From an optimization exercise on the open Yosys and OpenROAD flow, aimed at small area and a short achievable clock period; shortcuts taken in it are not production practice. Only simulation tests tie the RTL to the original design; equivalence was not proved. Power figures rest on the tool's default switching activity, not on a simulated workload.

## flow/design.v (module list and top-level ports; edited modules follow where they fit)
// module exu_regfile: 43 lines
// module exu_disp: 46 lines
// module exu_alu: 58 lines
// module exu_dot: 253 lines
// module exu_longp: 106 lines
// module exu_wbck: 30 lines
// module exu_top: 98 lines
module exu_top
#(
  parameter int OITF_DEPTH = 4,
  localparam int ITAG_W = (OITF_DEPTH > 1) ? $clog2(OITF_DEPTH) : 1
) (
  input  logic              clk,
  input  logic              i_rst,
  input  logic              i_valid,
  output logic                   o_ready,
  input  exu_op_pkg::exu_op_t           i_op,
  input  exu_cfg_pkg::rfidx_t            i_rs1idx,
  input  exu_cfg_pkg::rfidx_t            i_rs2idx,
  input  exu_cfg_pkg::rfidx_t            i_rdidx,
  input  exu_cfg_pkg::xlen_t             i_imm,
  output logic                   o_lsu_cmd_valid,
  input  logic              i_lsu_cmd_ready,
  output exu_cfg_pkg::xlen_t                  o_lsu_cmd_addr,
  output logic [ITAG_W-1:0]      o_lsu_cmd_itag,
  input  logic              i_lsu_valid,
  output logic                   o_lsu_ready,
  input  exu_cfg_pkg::xlen_t             i_lsu_wdat,
  input  logic [ITAG_W-1:0] i_lsu_itag,
  output logic                   o_wbck_ena,
  output exu_cfg_pkg::rfidx_t                 o_wbck_rdidx,
  output exu_cfg_pkg::xlen_t                  o_wbck_wdat,
  output logic                   o_oitf_empty,
  output logic                   o_exu_active
);
  // ...
==> flow/run.sh <==
#!/bin/bash
# synth_recipe.tcl (not shown) runs the flow's synth.tcl, then flattens the netlist and writes it again
# the make line also repeats each setting of config.mk as NAME=value (left out here)
make -C /OpenROAD-flow-scripts/flow DESIGN_CONFIG=/design/flow/config.mk WORK_HOME=/design/flow/orfs CLKGATE_MAP_FILE= SYNTH_SCRIPT=/design/flow/synth_recipe.tcl finish
==> flow/config.mk <==
export PLATFORM = sky130hd
export DESIGN_NAME = exu_top
export DESIGN_NICKNAME = exu_top
export VERILOG_FILES = /design/flow/design.v
export SDC_FILE = /design/flow/constraint.sdc
export NUM_CORES = 4
export LEC_CHECK = 0
export CAP_MARGIN = 20
export CORE_MARGIN = 2
export CORE_UTILIZATION = 40
export SLEW_MARGIN = 20
==> flow/constraint.sdc <==
create_clock -name core_clock -period 15.0 [get_ports {clk}]
set_input_delay 3.0000 -clock core_clock [delete_from_list [all_inputs] [get_ports {clk}]]
set_output_delay 3.0000 -clock core_clock [all_outputs]
set_load 0.01 [all_outputs]
==> results_dict.tcl, run 1 <==
set metrics [dict create \
    outcome "finished clean" \
    met1_length_um 111000 \
    endpoint_kind "primary output" \
    pg_seq_mw 3.32 \
    worst_pin_slew_ns 1.25 \
    antenna_left 0 \
    port-buffer-count 165 \
    regMostFlops "u_regfile.regs" \
    placed_area_um2 69500 \
    cts_resized 138 \
    grt_max_degree 43 \
    crit_start "i_rs2idx[3]" \
    multi_input_area_um2 24500 \
    nonClkBufAreaFrac 0.151 \
    area_delta_synth_final_pct 30.8 \
    setup_slack_ns 0.194 \
    hp-class "reg -> reg" \
    internal-power_mw 5.14 \
    cp.buffers_inverters 15 \
    synthesis.area_um2 57100 \
    dp_hpwl_um 226000 \
    n_fill_cell 12200 \
    area_dominant_class "sequential cells" \
    yosys.cell_count.top_type "edfxtp_1" \
    multi_input_gates 2848 \
    clk_pin_slew_ns 0.06 \
    cp_max_fo 5 \
    slowest_delay_ns 0.55 \
    yosys.cell_types.count 91 \
    antenna_found_initial 11 \
    syn_nets 4999 \
    place_ws_ns -1.41 \
    grt_pass1_vias 50900 \
    num_vias 52700 \
    grt_first_pass_wirelength_um 432000 \
    worstSetupPathType "in -> out" \
    start_util 0.404 \
    min_path_cells 2 \
    worstSetupStartpointType "input port" \
    slew_violations 0 \
    clk_share 0.0520 \
]
==> inputs of run 2 (changes only) <==
==> flow/flow/run.sh (new file) <==
#!/bin/bash
# Own flow: the standard layout (standard.sh, unchanged synthesis), with
# the input and output port buffers made of buf_2 cells instead of the delay
# cells that buffer_ports picks by default. Every port still gets a buffer.
set -euo pipefail
bash standard.sh BUFFER_PORTS_ARGS="-buffer_cell sky130_fd_sc_hd__buf_2" finish > flow_make.log 2>&1
==> flow/standard.sh (new file) <==
#!/bin/bash
# synth_recipe.tcl (not shown) runs the flow's synth.tcl, then flattens the netlist and writes it again
# the make line also repeats each setting of config.mk as NAME=value (left out here)
make -C /OpenROAD-flow-scripts/flow DESIGN_CONFIG=/design/flow/config.mk WORK_HOME=/design/flow/orfs CLKGATE_MAP_FILE= SYNTH_SCRIPT=/design/flow/synth_recipe.tcl "${@:-finish}"
removed: flow/run.sh
==> run 2 against run 1 <==
Still clean. Worst hold slack lost 0.015 ns. Area after synthesis is the same. Fmax is essentially flat. Register-to-register slack gained 0.02 ns. Worst setup slack lost 0.013 ns. Sequential power is essentially flat. Count of clock-buffer cells in the layout shrank 4. Flip-flop and latch count is the same. Wire length shrank 4.9%. Critical endpoint is now o_wbck_wdat[15]. Highest routed layer unchanged.
==> results_dict.tcl, run 2 <==
set metrics [dict create \
    multi_input_area_um2 24000 \
    grt_max_degree 43 \
    start_util 0.404 \
    cts_tree "yes" \
    syn_area_per_cell_um2 12.6 \
    p_leak_nw 26.0 \
    drt_iter0_markers 11300 \
    timing.critical_path.mode_cell "fa_1" \
    clk_latency_ns 0.76 \
    syn_inst 4552 \
    grt_overflow 0 \
    drive_gt1_frac 0.223 \
    synth_common_cells "edfxtp_1 (1016), a22oi_1 (421), inv_1 (347), nor2_1 (312), nand4_1 (243)" \
    place_congestion 1.05 \
    switching_share 0.235 \
    yosys.cell_count.top_type "edfxtp_1" \
    largest_reg_flops 992 \
    n_fill_cell 12500 \
    worst_pin_slew_ns 1.17 \
    fmax_mhz 67.5 \
    syn_nets 4999 \
    die_y_um 382 \
    finalHoldViolations 0 \
    hold_start "u_regfile.rvld[3]$_SDFF_PP0_" \
    async_reset_ff_frac 0 \
    area_delta_synth_final_pct 23.0 \
    slew_violations 0 \
    routed_wl_um 308000 \
    io_pins 166 \
    cp_data_required_time_ns 12.00 \
    core-area_um2 142000 \
    layout_commonest_cell "edfxtp_1" \
    clk_pin_slew_ns 0.06 \
    synth_area_leaders "edfxtp_1 (53%), fa_1 (7.8%), a22oi_1 (5.5%), a22o_1 (3.5%), a221oi_1 (3.5%)" \
    crit_start "i_rs2idx[1]" \
    power_density_nw_per_um2 94.5 \
    yosysSeqAreaShare 0.549 \
    dp_hpwl_um 207000 \
    finalSetupViolations 0 \
    die_w_um 382 \
    synthFlopType "edfxtp_1" \
    post-route-period-util 0.988 \
    antenna_left 0 \
    outcome "finished clean" \
    port-buffer-count 165 \
    yosysTopAreaCell "edfxtp_1" \
    reg2reg_to "u_regfile.regs[783]$_DFFE_PP_" \
    ys_ff_latch 1060 \
    ir_drop_mv 0.126 \
    drcViolationCount 0 \
    worstSetupPathType "in -> out" \
    yosys.cell_types.count 91 \
    place_ws_ns -0.260 \
    hold_slack_ns 0.519 \
    synthesis.area_um2 57100 \
    htree_levels 3 \
    cts_buffer_depth 3 \
    clock_power_share 0.439 \
    seqPwrFrac 0.499 \
    rr_startpoint "u_regfile.rvld[24]$_SDFF_PP0_" \
    grt_first_pass_wirelength_um 411000 \
    cts_hold_buf 0 \
    row_count 138 \
    dieArea_um2 146000 \
    holdPathEnd "u_regfile.rvld[3]$_SDFF_PP0_" \
    vias_per_cell 7.15 \
    setup_slack_ns 0.181 \
    final_util 0.497 \
    crit_slowest_cell "fa_1" \
    seq_area_um2 31400 \
    hp-class "reg -> reg" \
    antenna_found_initial 11 \
    arrival_ns 11.82 \
    min_path_cells 2 \
    grt_pass1_vias 48800 \
    cts_root_buffer "clkbuf_16" \
    cap_violations 0 \
    skew_ns 0.0555 \
    relSlewSlack 0.219 \
    dr.pass1.iters 14 \
    track_usage 0.411 \
    slowest_delay_ns 0.55 \
    cts_buffers 111 \
    fin_crit_ns 14.82 \
    synth-edff-count 1016 \
    num_vias 51100 \
    power.total_mw 6.65 \
    endpoint_kind "primary output" \
    mostFrequentLayoutCells "edfxtp_1 (1016), buf_4 (475), a22oi_1 (421)" \
    final_nets 5610 \
    comb_power_share 0.062 \
    regMostFlops "u_regfile.regs" \
    wl_per_cell_um 43.1 \
    rr_worst_depth 36 \
    yosysTopAreaCellShare 0.534 \
    ys_warn_count 6 \
    internal-power_mw 5.08 \
    cp_max_fo 16 \
    clkSinkCount 1060 \
    worstSetupStartpointType "input port" \
    reg2reg_slack_ns 5.87 \
    p_sw_mw 1.56 \
]
-- run 2: layer usage --
layer | vias up | wire length [µm] | global-route usage
met1 | 25100 | 105000 | 0.507
met3 | 1474 | 48600 | 0.152
met2 | 5435 | 127000 | 0.599
li1 | 19200 | - | -
met4 | 16 | 27800 | 0.281
met5 | - | 138 | 0.00198
-- run 2: timing repair --
item | in CTS | in global routing
pin swaps | 1 | 10
buffers inserted | 1 | 22
gates cloned | 0 | 1
gates resized for setup | 7 | 67
endpoints found under the setup margin | 6 | 8
-- run 2: worst max path at each step --
stage / endpoint / slack (ns)
4_1_cts: o_wbck_wdat[15] / 0.04
5_1_grt: o_wbck_wdat[15] / -0.04
2_1_floorplan: o_wbck_wdat[11] / 0.11
3_5_place_dp: o_wbck_wdat[15] / -0.26
6_report: o_wbck_wdat[15] / 0.18
3_3_place_gp: o_wbck_wdat[15] / -0.37
-- run 2: cells by family after synthesis --
kind of cell	share of synthesized area
flops	0.549
fa+ha+maj	0.108
xor+xnor	0.0214
buf+inv	0.0428
mux	0.0102
compound gates	0.176
simple gates	0.0922
-- run 2: metrics by stage --
stage	TNS (ns)	instances	instance area (µm²)
floorplan	0	4552	57100
global placement	-1.32	6916	66000
detailed placement	-0.858	6916	66000
CTS	0	7126	69800
global route	-0.0418	7149	70300
finish	0	7158	70300
-- run 2: power by group through the flow --
stage	logic, mW	registers, mW	clock network, mW
CTS	0.392	3.31	2.91
global placement	0.391	3.38	0
global route	0.424	3.32	3.03
detailed placement	0.391	3.38	0
finish	0.414	3.32	2.92
floorplan	0.169	3.38	0
-- run 2: worst max-delay path: cells and delay by family --
family,cells,cell delay (ns)
buffers and inverters,16,2.08
adders and majority gates,8,3.84
xor gates and xnor gates,1,0.17
AOI/OAI and AO/OA,5,1.02
and+or+nand+nor,10,1.64
-- run 2: final cells by class --
cell class	instances	share of cell area
Sequential cell	1060	0.447
Multi-Input combinational cell	2848	0.341
Timing Repair Buffer	790	0.105
Clock buffer	125	0.0406
Tap cell	1890	0.0336
Inverter	352	0.0191
Clock inverter	84	0.0137
Antenna cell	9	0.000320
==> inputs of run 3 (changes only) <==
--- a/flow/config.mk
+++ b/flow/config.mk
@@ -9,3 +9,5 @@
 export CORE_MARGIN = 2
 export CORE_UTILIZATION = 40
+export CTS_CLUSTER_DIAMETER = 100
+export CTS_CLUSTER_SIZE = 30
 export SLEW_MARGIN = 20
==> run 3 against run 2 <==
Clock skew shrank 0.0042 ns. Combinational power about the same. Flip-flop and latch count stayed put. Register-to-register slack better by 0.04 ns. Critical path type unchanged. Total power is 20% lower. Worst hold slack gained 0.0074 ns. Sequential share of layout area grew 1.5 points. Non-clock buffer count rose by 7.
==> results_dict.tcl, run 3 <==
set metrics [dict create \
    timing.critical_path.mode_cell "fa_1" \
    cp_max_fo 16 \
    dr.pass1.iters 12 \
    power.total_mw 5.32 \
    drcViolationCount 0 \
    routed_wl_um 307000 \
    num_vias 50700 \
    seqPwrFrac 0.622 \
    syn_nets 4999 \
    comb_power_share 0.078 \
    final_nets 5551 \
    arrival_ns 11.83 \
    area_delta_synth_final_pct 18.9 \
    synth_area_leaders "edfxtp_1 (53%), fa_1 (7.8%), a22oi_1 (5.5%), a22o_1 (3.5%), a221oi_1 (3.5%)" \
    core-area_um2 142000 \
    grt_pass1_vias 48000 \
    async_reset_ff_frac 0 \
    ys_warn_count 6 \
    fin_crit_ns 14.83 \
    largest_reg_flops 992 \
    yosys.cell_count.top_type "edfxtp_1" \
    dieArea_um2 146000 \
    place_ws_ns -0.260 \
    cts_buffers 45 \
    port-buffer-count 165 \
    grt_overflow 0 \
    row_count 138 \
    grt_max_degree 43 \
    synth-edff-count 1016 \
    internal-power_mw 4.02 \
    dp_hpwl_um 207000 \
    relSlewSlack 0.207 \
    crit_slowest_cell "fa_1" \
    synthFlopType "edfxtp_1" \
    start_util 0.404 \
    hp-class "reg -> reg" \
    yosys.cell_types.count 91 \
    cap_violations 0 \
    antenna_found_initial 12 \
    mostFrequentLayoutCells "edfxtp_1 (1016), buf_4 (483), a22oi_1 (421)" \
    syn_inst 4552 \
    fmax_mhz 67.5 \
    drive_gt1_frac 0.210 \
    switching_share 0.245 \
    endpoint_kind "primary output" \
    post-route-period-util 0.988 \
    clkSinkCount 1060 \
    yosysTopAreaCell "edfxtp_1" \
    finalSetupViolations 0 \
    slew_violations 0 \
    skew_ns 0.0513 \
    ys_ff_latch 1060 \
    ir_drop_mv 0.0870 \
    p_sw_mw 1.31 \
    place_congestion 1.05 \
    outcome "finished clean" \
    worst_pin_slew_ns 1.19 \
    p_leak_nw 24.9 \
    track_usage 0.408 \
    cts_tree "yes" \
    die_y_um 382 \
    clk_pin_slew_ns 0.10 \
    synth_common_cells "edfxtp_1 (1016), a22oi_1 (421), inv_1 (347), nor2_1 (312), nand4_1 (243)" \
    antenna_left 0 \
    vias_per_cell 7.22 \
    drt_iter0_markers 11200 \
    power_density_nw_per_um2 78.3 \
    finalHoldViolations 0 \
    yosysTopAreaCellShare 0.534 \
    htree_levels 2 \
    cts_hold_buf 0 \
    cp_data_required_time_ns 12.00 \
    slowest_delay_ns 0.55 \
    layout_commonest_cell "edfxtp_1" \
    die_w_um 382 \
    cts_buffer_depth 3 \
    grt_first_pass_wirelength_um 407000 \
    clk_latency_ns 0.72 \
    synthesis.area_um2 57100 \
    clock_power_share 0.300 \
    setup_slack_ns 0.174 \
    worstSetupPathType "in -> out" \
    wl_per_cell_um 43.7 \
    worstSetupStartpointType "input port" \
    regMostFlops "u_regfile.regs" \
    syn_area_per_cell_um2 12.6 \
    cts_root_buffer "clkbuf_16" \
    yosysSeqAreaShare 0.549 \
    io_pins 166 \
]
[run 3: cell counts after synthesis]
No cell type changed its count.
[run 3: power by group through the flow]
stage	sequential [mW]	combinational, mW	clock (mW)
after floorplan	3.38	0.169	0
after global placement	3.38	0.391	0
after detailed placement	3.38	0.391	0
after CTS	3.31	0.392	1.58
after global routing	3.31	0.424	1.67
final	3.31	0.415	1.60
[run 3: per-layer routing]
layer  GRT usage  vias to the layer above  wire length (µm)
li1            -                    18900                 -
met1       0.502                    25000            103000
met2       0.596                     5276            127000
met3       0.150                     1467             48000
met4       0.275                       18             28000
met5     0.00992                        -               337
[run 3: what timing repair did]
action / CTS / global route
buffers inserted: 0 / 30
pin swaps: 0 / 18
gates resized for setup: 7 / 70
endpoints found under the setup margin: 6 / 9
cloned: 0 / 1
[run 3: final cells by class]
| type | count | area, µm² |
|---|---|---|
| diodes | 9 | 22.5 |
| well taps | 1890 | 2360 |
| multi-input cells | 2848 | 24000 |
| repair buffers | 797 | 7410 |
| fillers | 12700 | 73600 |
| clock inverters | 18 | 210 |
| inverters | 352 | 1340 |
| flip-flops and latches | 1060 | 31400 |
| clock buffers | 47 | 1180 |
[run 3: metrics by stage]
step	setup TNS, ns	instance area, µm²	hold WS (ns)	utilization	cells
3_3_place_gp	-1.32	66000	0.491	0.466	6916
6_report	0	68000	0.527	0.480	7021
5_1_grt	-0.329	67900	0.563	0.480	7013
3_5_place_dp	-0.858	66000	0.505	0.466	6916
2_1_floorplan	0	57100	0.461	-	4552
4_1_cts	0	67400	0.527	0.476	6981
[run 3: path summary, 6_finish.rpt]
path / slack [ns] / depth (start not counted) / startpoint / end
min reg2reg: 0.53 / 2 / u_regfile.rvld[3]$_SDFF_PP0_ / u_regfile.rvld[3]$_SDFF_PP0_
max: 0.17 / 41 / i_rs2idx[3] / o_wbck_wdat[15]
min: 0.53 / 2 / u_regfile.rvld[3]$_SDFF_PP0_ / u_regfile.rvld[3]$_SDFF_PP0_
max reg2reg: 5.91 / 36 / u_regfile.rvld[13]$_SDFF_PP0_ / u_regfile.regs[848]$_DFFE_PP_
[run 3: logic make-up after synthesis]
logic type / Yosys count / synth area share
buffers and inverters: 644 / 0.0428
DFF: 1060 / 0.549
muxes: 51 / 0.0102
xor gates and xnor gates: 139 / 0.0214
and+or+nand+nor: 1033 / 0.0922
adders and majority gates: 358 / 0.108
AOI/OAI and AO/OA: 1267 / 0.176
[run 3: critical path, delay by kind of cell]
family	cells	cell delay (ns)
adders and majority gates	8	3.83
buffers and inverters	18	2.31
xor gates and xnor gates	1	0.13
AOI/OAI and AO/OA	4	0.94
and+or+nand+nor	10	1.53
==> module exu_alu, before the edit <==
module exu_alu
#(
  parameter int ITAG_W = 2
) (
  input  logic              i_valid,
  output logic                   o_ready,
  input  exu_op_pkg::exu_op_t           i_op,
  input  exu_cfg_pkg::xlen_t             i_rs1,
  input  exu_cfg_pkg::xlen_t             i_rs2,
  input  exu_cfg_pkg::xlen_t             i_imm,
  input  exu_cfg_pkg::rfidx_t            i_rdidx,
  input  logic              i_rdwen,
  input  logic [ITAG_W-1:0] i_itag,
  output logic                   o_wbck_valid,
  input  logic              i_wbck_ready,
  output exu_cfg_pkg::xlen_t                  o_wbck_wdat,
  output logic                   o_wbck_dot,
  output logic [17:0]            o_wbck_dot_sum,
  output exu_cfg_pkg::rfidx_t                 o_wbck_rdidx,
  output logic                   o_lsu_cmd_valid,
  input  logic              i_lsu_cmd_ready,
  output exu_cfg_pkg::xlen_t                  o_lsu_cmd_addr,
  output logic [ITAG_W-1:0]      o_lsu_cmd_itag
);
  localparam int XLEN = exu_cfg_pkg::XLEN;
  logic  is_load;
  logic  use_imm;
  logic  is_sub;
  exu_cfg_pkg::xlen_t opb;
  logic [XLEN:0] sum_x;
  exu_cfg_pkg::xlen_t sum;
  logic [17:0] dot_sum;
  exu_cfg_pkg::xlen_t result;
  assign is_load = (i_op == exu_op_pkg::OP_LOAD);
  assign use_imm = (i_op == exu_op_pkg::OP_ADDI) | is_load;
  assign is_sub  = (i_op == exu_op_pkg::OP_SUB);
  assign opb   = (use_imm ? i_imm : i_rs2) ^ {XLEN{is_sub}};
  assign sum_x = {i_rs1, 1'b1} + {opb, is_sub};
  assign sum   = sum_x[XLEN:1];
  exu_dot u_dot (.i_a (i_rs1), .i_b (i_rs2), .o_sum (dot_sum));
  always_comb begin
    case (i_op)
      exu_op_pkg::OP_AND:  result = i_rs1 & i_rs2;
      exu_op_pkg::OP_OR:   result = i_rs1 | i_rs2;
      exu_op_pkg::OP_XOR:  result = i_rs1 ^ i_rs2;
      default: result = sum;
    endcase
  end
  assign o_wbck_valid   = i_valid & ~is_load & i_rdwen;
  assign o_wbck_wdat    = result;
  assign o_wbck_dot     = (i_op == exu_op_pkg::OP_DOT);
  assign o_wbck_dot_sum = dot_sum;
  assign o_wbck_rdidx   = i_rdidx;
  assign o_lsu_cmd_valid = i_valid & is_load;
  assign o_lsu_cmd_addr  = sum;
  assign o_lsu_cmd_itag  = i_itag;
  assign o_ready = is_load ? i_lsu_cmd_ready : (~i_rdwen | i_wbck_ready);
endmodule
==> module exu_longp, before the edit <==
module exu_longp
#(
  parameter int OITF_DEPTH = 4,
  localparam int ITAG_W = (OITF_DEPTH > 1) ? $clog2(OITF_DEPTH) : 1
) (
  input  logic              clk,
  input  logic              i_rst,
  input  logic              i_dis_ena,
  input  exu_cfg_pkg::rfidx_t            i_dis_rdidx,
  input  logic              i_dis_rdwen,
  output logic                   o_dis_ready,
  output logic [ITAG_W-1:0]      o_dis_itag,
  input  exu_cfg_pkg::rfidx_t            i_rs1idx,
  input  exu_cfg_pkg::rfidx_t            i_rs2idx,
  input  exu_cfg_pkg::rfidx_t            i_rdidx,
  input  logic              i_rs1en,
  input  logic              i_rs2en,
  output logic                   o_match_rs1,
  output logic                   o_match_rs2,
  output logic                   o_match_rd,
  output logic                   o_oitf_empty,
  input  logic              i_lsu_valid,
  output logic                   o_lsu_ready,
  input  exu_cfg_pkg::xlen_t             i_lsu_wdat,
  input  logic [ITAG_W-1:0] i_lsu_itag,
  output logic                   o_wbck_valid,
  input  logic              i_wbck_ready,
  output exu_cfg_pkg::xlen_t                  o_wbck_wdat,
  output exu_cfg_pkg::rfidx_t                 o_wbck_rdidx
);
  logic [ITAG_W:0]         alc_ptr;
  logic [ITAG_W:0]         ret_ptr;
  logic [OITF_DEPTH-1:0]   ent_vld;
  exu_cfg_pkg::rfidx_t                  ent_rdidx [OITF_DEPTH];
  logic                    ent_rdwen [OITF_DEPTH];
  logic                    full;
  logic                    head_rdwen;
  logic                    ret_ena;
  logic                    hit_rs1;
  logic                    hit_rs2;
  logic                    hit_rd;
  logic [ITAG_W:0]         alc_ptr_inc;
  logic [ITAG_W:0]         ret_ptr_inc;
  always_comb begin
    if (alc_ptr[ITAG_W-1:0] == ITAG_W'(OITF_DEPTH - 1)) begin
      alc_ptr_inc = {~alc_ptr[ITAG_W], {ITAG_W{1'b0}}};
    end else begin
      alc_ptr_inc = {alc_ptr[ITAG_W], alc_ptr[ITAG_W-1:0] + 1'b1};
    end
    if (ret_ptr[ITAG_W-1:0] == ITAG_W'(OITF_DEPTH - 1)) begin
      ret_ptr_inc = {~ret_ptr[ITAG_W], {ITAG_W{1'b0}}};
    end else begin
      ret_ptr_inc = {ret_ptr[ITAG_W], ret_ptr[ITAG_W-1:0] + 1'b1};
    end
  end
  assign o_oitf_empty = (alc_ptr == ret_ptr);
  assign full         = (alc_ptr[ITAG_W-1:0] == ret_ptr[ITAG_W-1:0])
                      & (alc_ptr[ITAG_W] != ret_ptr[ITAG_W]);
  assign o_dis_ready  = ~full;
  assign o_dis_itag   = alc_ptr[ITAG_W-1:0];
  assign head_rdwen   = ent_rdwen[ret_ptr[ITAG_W-1:0]];
  assign o_lsu_ready  = ~o_oitf_empty & (i_lsu_itag == ret_ptr[ITAG_W-1:0])
                      & (~head_rdwen | i_wbck_ready);
  assign ret_ena      = i_lsu_valid & o_lsu_ready;
  assign o_wbck_valid = i_lsu_valid & ~o_oitf_empty & head_rdwen
                      & (i_lsu_itag == ret_ptr[ITAG_W-1:0]);
  assign o_wbck_wdat  = i_lsu_wdat;
  assign o_wbck_rdidx = ent_rdidx[ret_ptr[ITAG_W-1:0]];
  always_ff @(posedge clk) begin
    if (i_rst) begin
      alc_ptr <= '0;
      ret_ptr <= '0;
      ent_vld <= '0;
    end else begin
      if (i_dis_ena) begin
        ent_vld[alc_ptr[ITAG_W-1:0]] <= 1'b1;
        alc_ptr <= alc_ptr_inc;
      end
      if (ret_ena) begin
        ent_vld[ret_ptr[ITAG_W-1:0]] <= 1'b0;
        ret_ptr <= ret_ptr_inc;
      end
    end
  end
  always_ff @(posedge clk) begin
    if (i_dis_ena) begin
      ent_rdidx[alc_ptr[ITAG_W-1:0]] <= i_dis_rdidx;
      ent_rdwen[alc_ptr[ITAG_W-1:0]] <= i_dis_rdwen;
    end
  end
  always_comb begin
    hit_rs1 = 1'b0;
    hit_rs2 = 1'b0;
    hit_rd  = 1'b0;
    for (int i = 0; i < OITF_DEPTH; i++) begin
      if (ent_vld[i] && ent_rdwen[i]) begin
        hit_rs1 = hit_rs1 | (ent_rdidx[i] == i_rs1idx);
        hit_rs2 = hit_rs2 | (ent_rdidx[i] == i_rs2idx);
        hit_rd  = hit_rd  | (ent_rdidx[i] == i_rdidx);
      end
    end
  end
  assign o_match_rs1 = hit_rs1 & i_rs1en;
  assign o_match_rs2 = hit_rs2 & i_rs2en;
  assign o_match_rd  = hit_rd;
endmodule
==> inputs of run 4 (changes only) <==
--- a/flow/design.v
+++ b/flow/design.v
@@ -159,7 +159,7 @@
   always_comb begin
     case (i_op)
-      exu_op_pkg::OP_AND:  result = i_rs1 & i_rs2;
-      exu_op_pkg::OP_OR:   result = i_rs1 | i_rs2;
-      exu_op_pkg::OP_XOR:  result = i_rs1 ^ i_rs2;
+      exu_op_pkg::OP_AND:  result = i_rs1 & opb;
+      exu_op_pkg::OP_OR:   result = i_rs1 | opb;
+      exu_op_pkg::OP_XOR:  result = i_rs1 ^ opb;
       default: result = sum;
     endcase
@@ -464,7 +464,6 @@
   logic [ITAG_W:0]         alc_ptr;
   logic [ITAG_W:0]         ret_ptr;
-  logic [OITF_DEPTH-1:0]   ent_vld;
+  logic [OITF_DEPTH-1:0]   ent_live;
   exu_cfg_pkg::rfidx_t                  ent_rdidx [OITF_DEPTH];
-  logic                    ent_rdwen [OITF_DEPTH];
   logic                    full;
   logic                    head_rdwen;
@@ -492,5 +491,5 @@
   assign o_dis_ready  = ~full;
   assign o_dis_itag   = alc_ptr[ITAG_W-1:0];
-  assign head_rdwen   = ent_rdwen[ret_ptr[ITAG_W-1:0]];
+  assign head_rdwen   = ent_live[ret_ptr[ITAG_W-1:0]];
   assign o_lsu_ready  = ~o_oitf_empty & (i_lsu_itag == ret_ptr[ITAG_W-1:0])
                       & (~head_rdwen | i_wbck_ready);
@@ -504,12 +503,12 @@
       alc_ptr <= '0;
       ret_ptr <= '0;
-      ent_vld <= '0;
+      ent_live <= '0;
     end else begin
       if (i_dis_ena) begin
-        ent_vld[alc_ptr[ITAG_W-1:0]] <= 1'b1;
+        ent_live[alc_ptr[ITAG_W-1:0]] <= i_dis_rdwen;
         alc_ptr <= alc_ptr_inc;
       end
       if (ret_ena) begin
-        ent_vld[ret_ptr[ITAG_W-1:0]] <= 1'b0;
+        ent_live[ret_ptr[ITAG_W-1:0]] <= 1'b0;
         ret_ptr <= ret_ptr_inc;
       end
@@ -519,5 +518,4 @@
     if (i_dis_ena) begin
       ent_rdidx[alc_ptr[ITAG_W-1:0]] <= i_dis_rdidx;
-      ent_rdwen[alc_ptr[ITAG_W-1:0]] <= i_dis_rdwen;
     end
   end
@@ -527,5 +525,5 @@
     hit_rd  = 1'b0;
     for (int i = 0; i < OITF_DEPTH; i++) begin
-      if (ent_vld[i] && ent_rdwen[i]) begin
+      if (ent_live[i]) begin
         hit_rs1 = hit_rs1 | (ent_rdidx[i] == i_rs1idx);
         hit_rs2 = hit_rs2 | (ent_rdidx[i] == i_rs2idx);
--- a/flow/config.mk
+++ b/flow/config.mk
@@ -9,5 +9,6 @@
 export CORE_MARGIN = 2
 export CORE_UTILIZATION = 40
-export CTS_CLUSTER_DIAMETER = 100
-export CTS_CLUSTER_SIZE = 30
+export CTS_CLUSTER_DIAMETER = 80
+export CTS_CLUSTER_SIZE = 20
+export SETUP_SLACK_MARGIN = 0.05
 export SLEW_MARGIN = 20
==> run 4 against run 3 <==
Critical endpoint is now o_wbck_wdat[14]. Core utilization decreased by 0.078 points. Still clean on timing, DRC and antenna. Fmax up 0.43%. Non-clock buffer count fell by 42. Synthesized cell count fell by 0.46%. Critical path type unchanged. Area after synthesis shrank 1.2%.
==> results_dict.tcl, run 4 <==
set metrics [dict create \
    outcome "finished clean" \
    grt_pass1_vias 47800 \
    reg2reg_to "u_regfile.regs[877]$_DFFE_PP_" \
    synth_top_family_by_area "compound AO/OA/AOI/OAI gates" \
    grt_max_degree 55 \
    largest_reg_flops 992 \
    arrival_ns 11.76 \
    grt_overflow 0 \
    ir_drop_mv 0.109 \
    muxShareOfSynthArea 0.00364 \
    track_usage 0.422 \
    slew_violations 0 \
    seq_area_um2 31300 \
    port-buffer-count 165 \
    dr.pass1.iters 10 \
    yosys.cell_count.top_type "edfxtp_1" \
    synth_area_leaders "edfxtp_1 (54%), fa_1 (7.9%), a22oi_1 (5.8%), a22o_1 (3.6%), a221oi_1 (3.6%)" \
    regMostFlops "u_regfile.regs" \
    cp_data_required_time_ns 12.00 \
    drive_gt1_frac 0.210 \
    final_nets 5477 \
    num_vias 50100 \
    synth_compound_area_frac 0.194 \
    post-route-period-util 0.984 \
    skew_ns 0.0393 \
    crit_slowest_cell "fa_1" \
    fmax_mhz 67.7 \
    clk_latency_ns 0.72 \
    endpoint_kind "primary output" \
    yosys.area_share.simple 0.0815 \
    multi_input_area_um2 23600 \
    yosys.cell_types.count 81 \
    synth_fa_ha_area_frac 0.102 \
    routed_wl_um 314000 \
    place_ws_ns -0.239 \
    drt_iter0_markers 11200 \
    yosysTopAreaCellShare 0.538 \
    dieArea_um2 144000 \
    synthesis.area_um2 56400 \
    fin_tns_setup_ns 0 \
    synthFlopType "edfxtp_1" \
    reg2reg_slack_ns 5.91 \
    die_y_um 380 \
    rr_startpoint "u_regfile.rvld[21]$_SDFF_PP0_" \
    layout_commonest_cell "edfxtp_1" \
    io_pins 166 \
    antenna_left 0 \
    hp-class "reg -> reg" \
    syn_inst 4531 \
    slowest_delay_ns 0.56 \
    clk_pin_slew_ns 0.09 \
    hold_start "u_longp.alc_ptr[2]$_SDFFE_PP0P_" \
    setup_slack_ns 0.237 \
    cp_max_fo 16 \
    rsz0062_at_grt "false" \
    antenna_found_initial 9 \
    synth-edff-count 1012 \
    yosys.area_share.xor_xnor 0.0216 \
    cap_violations 0 \
    ys_warn_count 6 \
    syn_area_per_cell_um2 12.5 \
    start_util 0.404 \
    timing.critical_path.mode_cell "fa_1" \
    cts_tree "yes" \
    yosysTopAreaCell "edfxtp_1" \
    ys_ff_latch 1056 \
    syn_nets 4948 \
    dp_hpwl_um 215000 \
    holdPathEnd "u_longp.alc_ptr[2]$_SDFFE_PP0P_" \
    place_congestion 1.08 \
    cts_buffer_depth 3 \
    worstSetupPathType "in -> out" \
    power_density_nw_per_um2 85.4 \
    drcViolationCount 0 \
    n_fill_cell 12500 \
    hold_slack_ns 0.548 \
    min_path_cells 2 \
    finalSetupViolations 0 \
    htree_levels 3 \
    row_count 137 \
    cts_buffers 66 \
    vias_per_cell 7.19 \
    grt_first_pass_wirelength_um 416000 \
    final_util 0.479 \
    finalHoldViolations 0 \
    p_leak_nw 25.0 \
    worst_pin_slew_ns 1.19 \
    clkSinkCount 1056 \
    cts_root_buffer "clkbuf_16" \
    synth_common_cells "edfxtp_1 (1012), a22oi_1 (435), inv_1 (330), nand2_1 (257), a22o_1 (234)" \
    area_delta_synth_final_pct 18.6 \
    fin_crit_ns 14.76 \
    relSlewSlack 0.208 \
    rr_worst_depth 32 \
    wl_per_cell_um 45.1 \
    die_w_um 380 \
    worstSetupStartpointType "input port" \
    yosysSeqAreaShare 0.554 \
    mostFrequentLayoutCells "edfxtp_1 (1012), buf_4 (488), a22oi_1 (435)" \
    core-area_um2 140000 \
    async_reset_ff_frac 0 \
]
## run 4: cell count changes after synthesis, moves of 51 or more
cell and change:
xor2_1 +52, nand2_1 +74, nand3_1 +88, nor2_1 -144
nand4_1 -146, a21oi_1 +131, xnor2_1 -51
## run 4: power by group
| part | internal, mW | switching [mW] | total (mW) |
|---|---|---|---|
| combinational | 0.115 | 0.353 | 0.468 |
| clock | 0.875 | 1.05 | 1.92 |
| sequential | 3.31 | 0.0144 | 3.33 |
| total | 4.30 | 1.41 | 5.72 |
## run 4: worst max-delay path: cells and delay by family
kind	cells	cell delay, ns
AOI/OAI and AO/OA	8	1.75
xor gates and xnor gates	1	0.20
adders and majority gates	8	3.88
buffers and inverters	12	1.74
and+or+nand+nor	5	1.16
## run 4: area by class of cell
class,instances,share of cell area
clock buffers,75,0.0264
repair buffers,755,0.0969
multi-input cells,2848,0.353
diodes,4,0.000150
inverters,333,0.0187
flip-flops and latches,1056,0.467
well taps,1876,0.0351
clock inverters,16,0.00290
## run 4: kinds of logic after synthesis
logic type,after synthesis
AOI/OAI and AO/OA,1437
xor gates and xnor gates,139
adders and majority gates,328
buffers and inverters,627
DFF,1056
muxes,14
and+or+nand+nor,930
## run 4: worst max-delay path by stage
stage | start | to
6_report | i_rs1idx[1] | o_wbck_wdat[14]
4_1_cts | i_rs1idx[4] | o_wbck_wdat[17]
3_5_place_dp | i_rs1idx[2] | o_wbck_wdat[14]
5_1_grt | i_rs1idx[3] | o_wbck_wdat[17]
3_3_place_gp | i_rs1idx[1] | o_wbck_wdat[14]
2_1_floorplan | i_rs1idx[0] | o_wbck_wdat[15]
## run 4: metrics by stage
stage / power (mW) / cells / area (µm²)
6_report: 5.72 / 6963 / 66900
4_1_cts: 5.69 / 6947 / 66500
3_3_place_gp: 3.84 / 6849 / 64400
2_1_floorplan: 3.59 / 4531 / 56400
3_5_place_dp: 3.84 / 6851 / 64400
5_1_grt: 5.82 / 6960 / 66900
## run 4: timing repair
| item | CTS | global route |
|---|---|---|
| hold buffers | 0 | 0 |
| buffers inserted | 5 | 12 |
| endpoints found under the setup margin | 6 | 7 |
| resized for setup | 15 | 78 |
| pin swaps | 2 | 15 |
## run 4: routing by layer
| metal | routed length, µm | up-vias | GRT usage |
|---|---|---|---|
| met2 | 132000 | 5167 | 0.622 |
| met3 | 45600 | 1402 | 0.152 |
| met4 | 28600 | 6 | 0.293 |
| li1 | - | 18800 | - |
| met1 | 108000 | 24700 | 0.516 |
| met5 | 42 | - | 0 |

[static timing again, ports no longer ideal]
The flow's constraints put no driver on any port. The routed layouts listed below were extracted and timed again, unchanged, in two steps.
Step 1: set_driving_cell puts a clkbuf_16 on clk and a buf_2 on each other input, an assumption about the parent block.
Step 2 also shifts input and output timing later by t, the mid clock arrival at the registers, as if the neighbouring blocks saw the same clock.
Three values: ideal ports, drivers, drivers and shift; two values: the first two.
run | t (ns) | setup slack, ns | worst hold slack (ns) | slew at the worst register clock pin (ns) | pins driven straight from the clock port
run 1 | 0.828 | 0.194 / 0.173 / 0.173 | 0.535 / 0.535 / 0.535 | 0.07 / 0.07 | 1
run 2 | 0.804 | 0.181 / 0.161 / 0.161 | 0.519 / 0.519 / 0.519 | 0.07 / 0.07 | 1
run 3 | 0.768 | 0.174 / 0.152 / 0.152 | 0.527 / 0.527 / 0.527 | 0.12 / 0.12 | 1
run 4 | 0.767 | 0.237 / 0.214 / 0.214 | 0.548 / 0.548 / 0.548 | 0.09 / 0.09 | 1
After both steps setup and hold are still met in every run listed. For run 4, which loses most, drivers alone change the setup slack by -0.023 ns; drivers and shift together by -0.023 ns.
